Context: an optimization exercise on an open-source flow, tuned for small area. The choices shown serve that exercise and are no tape-out recipe.
Where RTL was checked, it was by simulation tests only, not by an equivalence proof against the original.

==> job 2086 <==
==> flow/design.v <==
package vft_pkg;
	localparam logic [31:0] SCORE_FLOOR32 = 32'hFE796100;
	localparam logic [2:0] P_INIT  = 3'd0;
	localparam logic [2:0] P_CMP1  = 3'd1;
	localparam logic [2:0] P_CMP2  = 3'd2;
	localparam logic [2:0] P_CMP3  = 3'd3;
	localparam logic [2:0] P_CAND  = 3'd4;
	localparam logic [2:0] P_WRITE = 3'd5;
	localparam logic [2:0] S_IDLE = 3'd0;
	localparam logic [2:0] S_RUN  = 3'd1;
	localparam logic [2:0] S_BPW  = 3'd2;
	localparam logic [2:0] S_PRE  = 3'd3;
	localparam logic [2:0] S_OTR  = 3'd4;
	localparam logic [2:0] S_OV   = 3'd5;
endpackage
module vft_ram (
	input  logic       clk,
	input  logic       we,
	input  logic [7:0] wdata,
	output logic [7:0] tap
);
	logic [7:0] ring [64];
	always_ff @(posedge clk) begin
		ring[0] <= we ? wdata : ring[63];
		for (int s = 1; s < 64; s++) begin
			ring[s] <= ring[s-1];
		end
	end
	assign tap = ring[62];
endmodule
module vft_regs (
	input  logic          clk,
	input  logic          arst_n,
	input  logic          psel,
	input  logic          penable,
	input  logic          pwrite,
	input  logic [5:0]    paddr,
	input  logic [63:0]   pwdata,
	output logic [63:0]   prdata,
	output logic          pready,
	output logic [255:0]  trans,    
	output logic [63:0]   start,    
	output logic [7:0]    vld       
);
	logic [2:0] idx;
	logic       wr_en;
	logic [15:0] start_q [4];
	logic [63:0] trans_q [4];
	assign pready = 1'b1;
	assign idx    = paddr[5:3];
	assign wr_en  = psel & penable & pwrite;
	always_ff @(posedge clk) begin
		for (int i = 0; i < 4; i++) begin
			if (wr_en && idx == 3'(i)) begin
				start_q[i] <= pwdata[15:0];
			end
			if (wr_en && idx == 3'(i + 4)) begin
				trans_q[i] <= pwdata;
			end
		end
	end
	always_ff @(posedge clk or negedge arst_n) begin
		if (!arst_n) begin
			vld <= '0;
		end else if (wr_en) begin
			vld[idx] <= 1'b1;
		end
	end
	always_comb begin
		for (int i = 0; i < 4; i++) begin
			start[16*i +: 16] = start_q[i];
			trans[64*i +: 64] = trans_q[i];
		end
	end
	always_comb begin
		if (!idx[2]) begin
			prdata = {48'b0, start_q[idx[1:0]]};
		end else begin
			prdata = trans_q[idx[1:0]];
		end
		if (!vld[idx]) begin
			prdata = '0;
		end
	end
endmodule
module vft_dp (
	input  logic          clk,
	input  logic          arst_n,
	input  logic          s_tvalid,
	output logic          s_tready,
	input  logic [63:0]   s_tdata,
	input  logic          s_tuser,
	input  logic          s_tlast,
	output logic          m_tvalid,
	input  logic          m_tready,
	output logic [39:0]   m_tdata,
	output logic          m_tuser,
	output logic          m_tlast,
	input  logic [255:0]  trans,
	input  logic [63:0]   start,
	input  logic [7:0]    vld
);
	localparam logic [31:0] FL = vft_pkg::SCORE_FLOOR32;
	logic [5:0] t_q;
	logic [4:0] b;
	logic       b_first, b_last;
	logic [3:0] bsel;
	logic [5:0] r_tap;
	always_ff @(posedge clk or negedge arst_n) begin
		if (!arst_n) begin
			t_q <= '0;
		end else begin
			t_q <= t_q + 6'd1;
		end
	end
	assign b       = t_q[4:0];
	assign b_first = (b == 5'd0);
	assign b_last  = (b == 5'd31);
	assign bsel    = b[4] ? 4'hF : b[3:0];    
	assign r_tap   = ~t_q;
	logic [2:0] st_q, pp_q;
	logic       pk_q, open_q, trunc_q, stp_q;
	logic [5:0] cnt_q, i_q;
	logic [1:0] cur_q;
	logic [1:0] best_q [4];
	logic       mf_q [4], ms_q [4];
	logic       run, wr_pass, cmp_pass, cand_pass, init_pass;
	assign run       = (st_q == vft_pkg::S_RUN);
	assign init_pass = run && (pp_q == vft_pkg::P_INIT);
	assign cmp_pass  = run && (pp_q == vft_pkg::P_CMP1 || pp_q == vft_pkg::P_CMP2 ||
	                           pp_q == vft_pkg::P_CMP3);
	assign cand_pass = run && (pp_q == vft_pkg::P_CAND);
	assign wr_pass   = run && (pp_q == vft_pkg::P_WRITE || pp_q == vft_pkg::P_INIT);
	logic [31:0] pr_q [4];
	logic [3:0]  h;
	logic [3:0]  nbit;
	always_comb begin
		for (int k = 0; k < 4; k++) begin
			h[k] = pr_q[k][0];
		end
	end
	logic [3:0] tb [4];       
	logic [3:0] cs_q [4];
	logic [3:0] ss [4], sco [4], s32 [4];
	logic [3:0] tmask;
	always_comb begin
		for (int k = 0; k < 4; k++) begin
			tmask[k] = vld[4+k] & ~pk_q;
			for (int j = 0; j < 4; j++) begin
				tb[k][j]  = trans[64*k + 16*j + bsel] & tmask[k];
				ss[k][j]  = h[k] ^ tb[k][j] ^ cs_q[k][j];
				sco[k][j] = (h[k] & tb[k][j]) | (cs_q[k][j] & (h[k] ^ tb[k][j]));
				s32[k][j] = h[k] ^ tb[k][j] ^ sco[k][j];
			end
		end
	end
	always_ff @(posedge clk) begin
		for (int k = 0; k < 4; k++) begin
			for (int j = 0; j < 4; j++) begin
				cs_q[k][j] <= sco[k][j] & ~b_last;
			end
		end
	end
	logic [3:0] sa, sa32, sb, sb32;
	logic [3:0] g_q, fl_q, cd_q;
	logic [3:0] opa, ope, cb, cdo, c32;
	logic [3:0] gfin, ffin, fgt, sat;
	logic       fb;
	assign fb = FL[b];
	always_comb begin
		for (int j = 0; j < 4; j++) begin
			sa[j]   = ss[pp_q[1:0]][j];
			sa32[j] = s32[pp_q[1:0]][j];
			sb[j]   = ss[best_q[j]][j];
			sb32[j] = s32[best_q[j]][j];
			gfin[j] = (sa[j] ^ sb[j]) ? sa[j] : (g_q[j] & ~b_first);
			if (b_last && (sa32[j] ^ sb32[j])) begin
				gfin[j] = sb32[j];
			end
			opa[j] = init_pass ? (start[16*j + bsel] & vld[j]) : sb[j];
			ope[j] = s_tdata[16*j + bsel] & ~pk_q;
			cb[j]  = opa[j] ^ ope[j] ^ cd_q[j];
			cdo[j] = (opa[j] & ope[j]) | (cd_q[j] & (opa[j] ^ ope[j]));
			c32[j] = sb32[j] ^ ope[j] ^ cdo[j];
			ffin[j] = (cb[j] ^ fb) ? cb[j] : (fl_q[j] & ~b_first);
			fgt[j]  = c32[j] ? ffin[j] : 1'b1;
			sat[j]  = ~c32[j] & cb[j];
			if (init_pass) begin
				nbit[j] = cb[j];
			end else if (mf_q[j]) begin
				nbit[j] = fb;
			end else if (ms_q[j]) begin
				nbit[j] = ~b_last;
			end else begin
				nbit[j] = cb[j];
			end
		end
	end
	always_ff @(posedge clk) begin
		for (int j = 0; j < 4; j++) begin
			g_q[j]  <= gfin[j];
			fl_q[j] <= ffin[j];
			cd_q[j] <= cdo[j] & ~b_last;
		end
	end
	always_ff @(posedge clk) begin
		for (int k = 1; k < 4; k++) begin
			pr_q[k] <= {(wr_pass ? nbit[k] : h[k]), pr_q[k][31:1]};
		end
		if (run) begin
			pr_q[0] <= {(wr_pass ? nbit[0] : h[0]), pr_q[0][31:1]};
		end
	end
	logic [7:0] bp_tap;
	logic       bp_we;
	logic [1:0] bt_next;
	vft_ram u_bp (
		.clk   (clk),
		.we    (bp_we),
		.wdata ({best_q[3], best_q[2], best_q[1], best_q[0]}),
		.tap   (bp_tap)
	);
	assign bt_next = bp_tap[2*cur_q +: 2];
	logic newsent, at_cnt, at_i, acc;
	assign newsent = s_tuser | ~open_q;
	assign at_cnt  = (r_tap == cnt_q);
	assign at_i    = (r_tap == i_q);
	assign bp_we   = (st_q == vft_pkg::S_BPW) && at_cnt;
	always_comb begin
		s_tready = 1'b0;
		case (st_q)
			vft_pkg::S_IDLE: s_tready = open_q & ~s_tuser & (cnt_q == 6'd63);
			vft_pkg::S_RUN:  s_tready = (pp_q == vft_pkg::P_INIT) & b_last;
			vft_pkg::S_BPW:  s_tready = at_cnt;
			default:         s_tready = 1'b0;
		endcase
	end
	assign acc = s_tvalid & s_tready;
	always_ff @(posedge clk or negedge arst_n) begin
		if (!arst_n) begin
			st_q   <= vft_pkg::S_IDLE;
			pp_q   <= vft_pkg::P_INIT;
			pk_q   <= 1'b0;
			open_q <= 1'b0;
		end else begin
			case (st_q)
				vft_pkg::S_IDLE: begin
					if (s_tvalid && b_last && newsent) begin
						st_q <= vft_pkg::S_RUN;
						pp_q <= vft_pkg::P_INIT;
					end else if (s_tvalid && b_last && !s_tready) begin
						st_q <= vft_pkg::S_RUN;
						pp_q <= vft_pkg::P_CMP1;
					end
				end
				vft_pkg::S_RUN: begin
					if (b_last) begin
						if (pp_q == vft_pkg::P_INIT) begin
							open_q <= 1'b1;
							st_q   <= vft_pkg::S_IDLE;
						end else if (pp_q == vft_pkg::P_WRITE) begin
							st_q <= pk_q ? vft_pkg::S_OTR : vft_pkg::S_BPW;
							pk_q <= 1'b0;
						end else begin
							pp_q <= pp_q + 3'd1;
						end
					end
				end
				vft_pkg::S_BPW: begin
					if (at_cnt) begin
						st_q <= vft_pkg::S_IDLE;
					end
				end
				vft_pkg::S_PRE: begin
					if (b_last) begin
						st_q <= vft_pkg::S_RUN;
						pp_q <= vft_pkg::P_CMP1;
					end
				end
				vft_pkg::S_OTR: begin
					if ((stp_q || at_cnt) && at_i) begin
						st_q <= vft_pkg::S_OV;
					end
				end
				vft_pkg::S_OV: begin
					if (m_tready && i_q == cnt_q) begin
						st_q <= vft_pkg::S_IDLE;
					end else if (m_tready) begin
						st_q <= vft_pkg::S_OTR;
					end
				end
				default: st_q <= vft_pkg::S_IDLE;
			endcase
			if (acc && s_tlast) begin
				st_q   <= vft_pkg::S_PRE;
				pk_q   <= 1'b1;
				open_q <= 1'b0;
			end
		end
	end
	always_ff @(posedge clk) begin
		if (acc) begin
			if (st_q == vft_pkg::S_IDLE) begin
				trunc_q <= 1'b1;
			end
			if (st_q == vft_pkg::S_RUN) begin
				trunc_q <= 1'b0;
				cnt_q   <= '0;
			end
			if (st_q == vft_pkg::S_BPW) begin
				cnt_q <= cnt_q + 6'd1;
			end
		end
		for (int j = 0; j < 4; j++) begin
			if (cmp_pass && b_last && gfin[j]) begin
				best_q[j] <= pp_q[1:0];
			end
			if (cand_pass && b_last) begin
				mf_q[j] <= ~fgt[j];
				ms_q[j] <= fgt[j] & sat[j];
				if (!fgt[j]) begin
					best_q[j] <= 2'd0;
				end
			end
		end
		if ((st_q == vft_pkg::S_IDLE && s_tvalid && b_last && !newsent && !s_tready) ||
		    (acc && s_tlast)) begin
			for (int j = 0; j < 4; j++) begin
				best_q[j] <= 2'd0;
			end
		end
		if (run && pp_q == vft_pkg::P_WRITE && b_last) begin
			i_q   <= '0;
			cur_q <= best_q[0];
			stp_q <= 1'b0;
		end
		if (st_q == vft_pkg::S_OTR && (stp_q || at_cnt) && !at_i) begin
			cur_q <= bt_next;
			stp_q <= 1'b1;
		end
		if (st_q == vft_pkg::S_OV && m_tready) begin
			i_q   <= i_q + 6'd1;
			cur_q <= best_q[0];
			stp_q <= 1'b0;
		end
	end
	assign m_tvalid = (st_q == vft_pkg::S_OV);
	assign m_tdata  = {pr_q[0], i_q, cur_q};
	assign m_tuser  = trunc_q;
	assign m_tlast  = (i_q == cnt_q);
endmodule
module viterbi_four_state_tagger_top (
	input  logic        clk,
	input  logic        arst_n,
	input  logic        s_tvalid,
	output logic        s_tready,
	input  logic [63:0] s_tdata,    
	input  logic        s_tuser,    
	input  logic        s_tlast,    
	output logic        m_tvalid,
	input  logic        m_tready,
	output logic [39:0] m_tdata,    
	output logic        m_tuser,    
	output logic        m_tlast,    
	input  logic        psel,
	input  logic        penable,
	input  logic        pwrite,
	input  logic [5:0]  paddr,
	input  logic [63:0] pwdata,
	output logic [63:0] prdata,
	output logic        pready
);
	logic [255:0] trans;
	logic [63:0]  start;
	logic [7:0]   vld;
	vft_regs u_regs (
		.clk     (clk),
		.arst_n  (arst_n),
		.psel    (psel),
		.penable (penable),
		.pwrite  (pwrite),
		.paddr   (paddr),
		.pwdata  (pwdata),
		.prdata  (prdata),
		.pready  (pready),
		.trans   (trans),
		.start   (start),
		.vld     (vld)
	);
	vft_dp u_dp (
		.clk      (clk),
		.arst_n   (arst_n),
		.s_tvalid (s_tvalid),
		.s_tready (s_tready),
		.s_tdata  (s_tdata),
		.s_tuser  (s_tuser),
		.s_tlast  (s_tlast),
		.m_tvalid (m_tvalid),
		.m_tready (m_tready),
		.m_tdata  (m_tdata),
		.m_tuser  (m_tuser),
		.m_tlast  (m_tlast),
		.trans    (trans),
		.start    (start),
		.vld      (vld)
	);
endmodule
==> flow/run.sh <==
#!/bin/bash
# synth_recipe.tcl (not shown) runs the flow's synth.tcl, then flattens the netlist and writes it again
# the make line also repeats each setting of config.mk as NAME=value (left out here)
make -C /OpenROAD-flow-scripts/flow DESIGN_CONFIG=/design/flow/config.mk WORK_HOME=/design/flow/orfs CLKGATE_MAP_FILE= SYNTH_SCRIPT=/design/flow/synth_recipe.tcl finish
==> flow/config.mk <==
export PLATFORM = sky130hd
export DESIGN_NAME = viterbi_four_state_tagger_top
export DESIGN_NICKNAME = viterbi_four_state_tagger_top
export VERILOG_FILES = /design/flow/design.v
export SDC_FILE = /design/flow/constraint.sdc
export NUM_CORES = 4
export LEC_CHECK = 0
export CAP_MARGIN = 20
export CORE_MARGIN = 2
export CORE_UTILIZATION = 40
export PLACE_DENSITY = 0.6
export SLEW_MARGIN = 20
==> flow/constraint.sdc <==
create_clock -name core_clock -period 15.0 [get_ports {clk}]
set_input_delay 3.0000 -clock core_clock [delete_from_list [all_inputs] [get_ports {clk}]]
set_output_delay 3.0000 -clock core_clock [all_outputs]
set_load 0.01 [all_outputs]
==> job 8996 (differences from job 2086) <==
--- a/flow/design.v
+++ b/flow/design.v
@@ -73,12 +73,13 @@
 		end
 	end
+	logic [7:0] rsel;
 	always_comb begin
-		if (!idx[2]) begin
-			prdata = {48'b0, start_q[idx[1:0]]};
-		end else begin
-			prdata = trans_q[idx[1:0]];
+		for (int i = 0; i < 8; i++) begin
+			rsel[i] = (idx == 3'(i)) & vld[i];
 		end
-		if (!vld[idx]) begin
-			prdata = '0;
+		prdata = '0;
+		for (int i = 0; i < 4; i++) begin
+			prdata[15:0] = prdata[15:0] | (start_q[i] & {16{rsel[i]}});
+			prdata       = prdata | (trans_q[i] & {64{rsel[i+4]}});
 		end
 	end
@@ -118,4 +119,10 @@
 	assign b_last  = (b == 5'd31);
 	assign bsel    = b[4] ? 4'hF : b[3:0];    
+	logic [15:0] boh;
+	always_comb begin
+		for (int i = 0; i < 16; i++) begin
+			boh[i] = (bsel == 4'(i));
+		end
+	end
 	assign r_tap   = ~t_q;
 	logic [2:0] st_q, pp_q;
@@ -148,5 +155,5 @@
 			tmask[k] = vld[4+k] & ~pk_q;
 			for (int j = 0; j < 4; j++) begin
-				tb[k][j]  = trans[64*k + 16*j + bsel] & tmask[k];
+				tb[k][j]  = (|(trans[64*k + 16*j +: 16] & boh)) & tmask[k];
 				ss[k][j]  = h[k] ^ tb[k][j] ^ cs_q[k][j];
 				sco[k][j] = (h[k] & tb[k][j]) | (cs_q[k][j] & (h[k] ^ tb[k][j]));
@@ -178,6 +185,6 @@
 				gfin[j] = sb32[j];
 			end
-			opa[j] = init_pass ? (start[16*j + bsel] & vld[j]) : sb[j];
-			ope[j] = s_tdata[16*j + bsel] & ~pk_q;
+			opa[j] = init_pass ? ((|(start[16*j +: 16] & boh)) & vld[j]) : sb[j];
+			ope[j] = (|(s_tdata[16*j +: 16] & boh)) & ~pk_q;
 			cb[j]  = opa[j] ^ ope[j] ^ cd_q[j];
 			cdo[j] = (opa[j] & ope[j]) | (cd_q[j] & (opa[j] ^ ope[j]));
==> flow/flow/run.sh (new file) <==
#!/bin/bash
# Standard ORFS layout with two changes: port buffers use the smallest buffer cell, and the
# clock tree uses small clock buffers and no dummy loads. Full make output goes to
# flow_make.log here; each ORFS step keeps its own log under orfs/logs/.
set -euo pipefail
bash standard.sh \
	"BUFFER_PORTS_ARGS=-buffer_cell sky130_fd_sc_hd__buf_1" \
	"CTS_ARGS=-sink_clustering_enable -repair_clock_nets -dont_use_dummy_load -buf_list {sky130_fd_sc_hd__clkbuf_4 sky130_fd_sc_hd__clkbuf_8}" \
	finish > flow_make.log 2>&1
==> flow/standard.sh (new file) <==
#!/bin/bash
# synth_recipe.tcl (not shown) runs the flow's synth.tcl, then flattens the netlist and writes it again
# the make line also repeats each setting of config.mk as NAME=value (left out here)
make -C /OpenROAD-flow-scripts/flow DESIGN_CONFIG=/design/flow/config.mk WORK_HOME=/design/flow/orfs CLKGATE_MAP_FILE= SYNTH_SCRIPT=/design/flow/synth_recipe.tcl "${@:-finish}"
removed: flow/run.sh
==> flow_summary.toml <==
[run_status]
outcome = "timing/DRC/antenna clean"

[place]
dp_slack_ps = 5370
place_inst = 3609

[sta]
min_period_ps = 9640
fmax_mhz = 104

[worst_setup_path]
worstPathArrival_ps = 6640
r2r_cells = 14
max_stage_delay_ps = 750

[detailed_routing]
wl_met2_mm = 35.6

[power]
ir_worst_vdd_mv = 0.116
sw_frac_of_total_pct = 23.2

[clock_tree]
root_buffer = "clkbuf_16"
htree_num_levels = 3

[finish]
drive_gt1_share_pct = 12.2
mostFrequentLayoutCells = "645 x dfxtp_1, 375 x edfxtp_1, 246 x clkdlybuf4s50_1"
nClkBuffers = 126

[synthesis]
syn-instance-count = 2316
synth.avg_cell_area_um2 = 14.8
(the above is from job 2086)
==> flow_summary.toml <==
[finish]
mostFrequentLayoutCells = "645 x dfxtp_1, 375 x edfxtp_1, 247 x buf_1"
regArea_um2 = 24700
drive_gt1_share_pct = 10.1
nClkBuffers = 157

[power]
sw_frac_of_total_pct = 24.6

[worst_setup_path]
r2r_cells = 15
max_stage_delay_ps = 800

[detailed_routing]
wl_met2_mm = 34.8

[min_path]
hp-start = "u_dp.u_bp.ring[28][5]$_DFF_P_"

[sta]
min_period_ps = 8180

[place]
place_inst = 3368
dp_slack_ps = 6890

[synthesis]
synth_xor_xnor_area_share_pct = 0.969
synth.avg_cell_area_um2 = 15.2

[clock_tree]
root_buffer = "clkbuf_8"

[run_status]
outcome = "timing/DRC/antenna clean"
(the above is from job 8996)
No functional check of the RTL was part of job 8996.

[port drivers added, routing unchanged]
Ports are ideal in the flow. The routed layouts listed here were re-timed in OpenROAD. Step 1, drivers: a clkbuf_16 drives clk and a buf_2 each remaining input, both assumed. Step 2 moves the port delays by t, midway between the first and last clock arrival at a register: inputs arrive t later, outputs are due t later. That takes back most of the time a late clock gives input paths. Three values: ideal ports, drivers, drivers and shift; two values: the first two.
run	shift t [ns]	slack for setup (ns)	hold slack, ns	clock arrival spread, ns	cell pins on the clock port's net
job 2086	0.715	5.359 / 5.324 / 5.324	0.287 / 0.287 / 0.287	0.065 / 0.064	1
job 8996	0.805	6.815 / 6.727 / 6.727	0.269 / 0.269 / 0.269	0.102 / 0.102	1
After both steps setup and hold are still met in every run listed. The setup slack of job 8996, which loses most, moves by -0.088 ns with the drivers and by -0.088 ns with both steps.
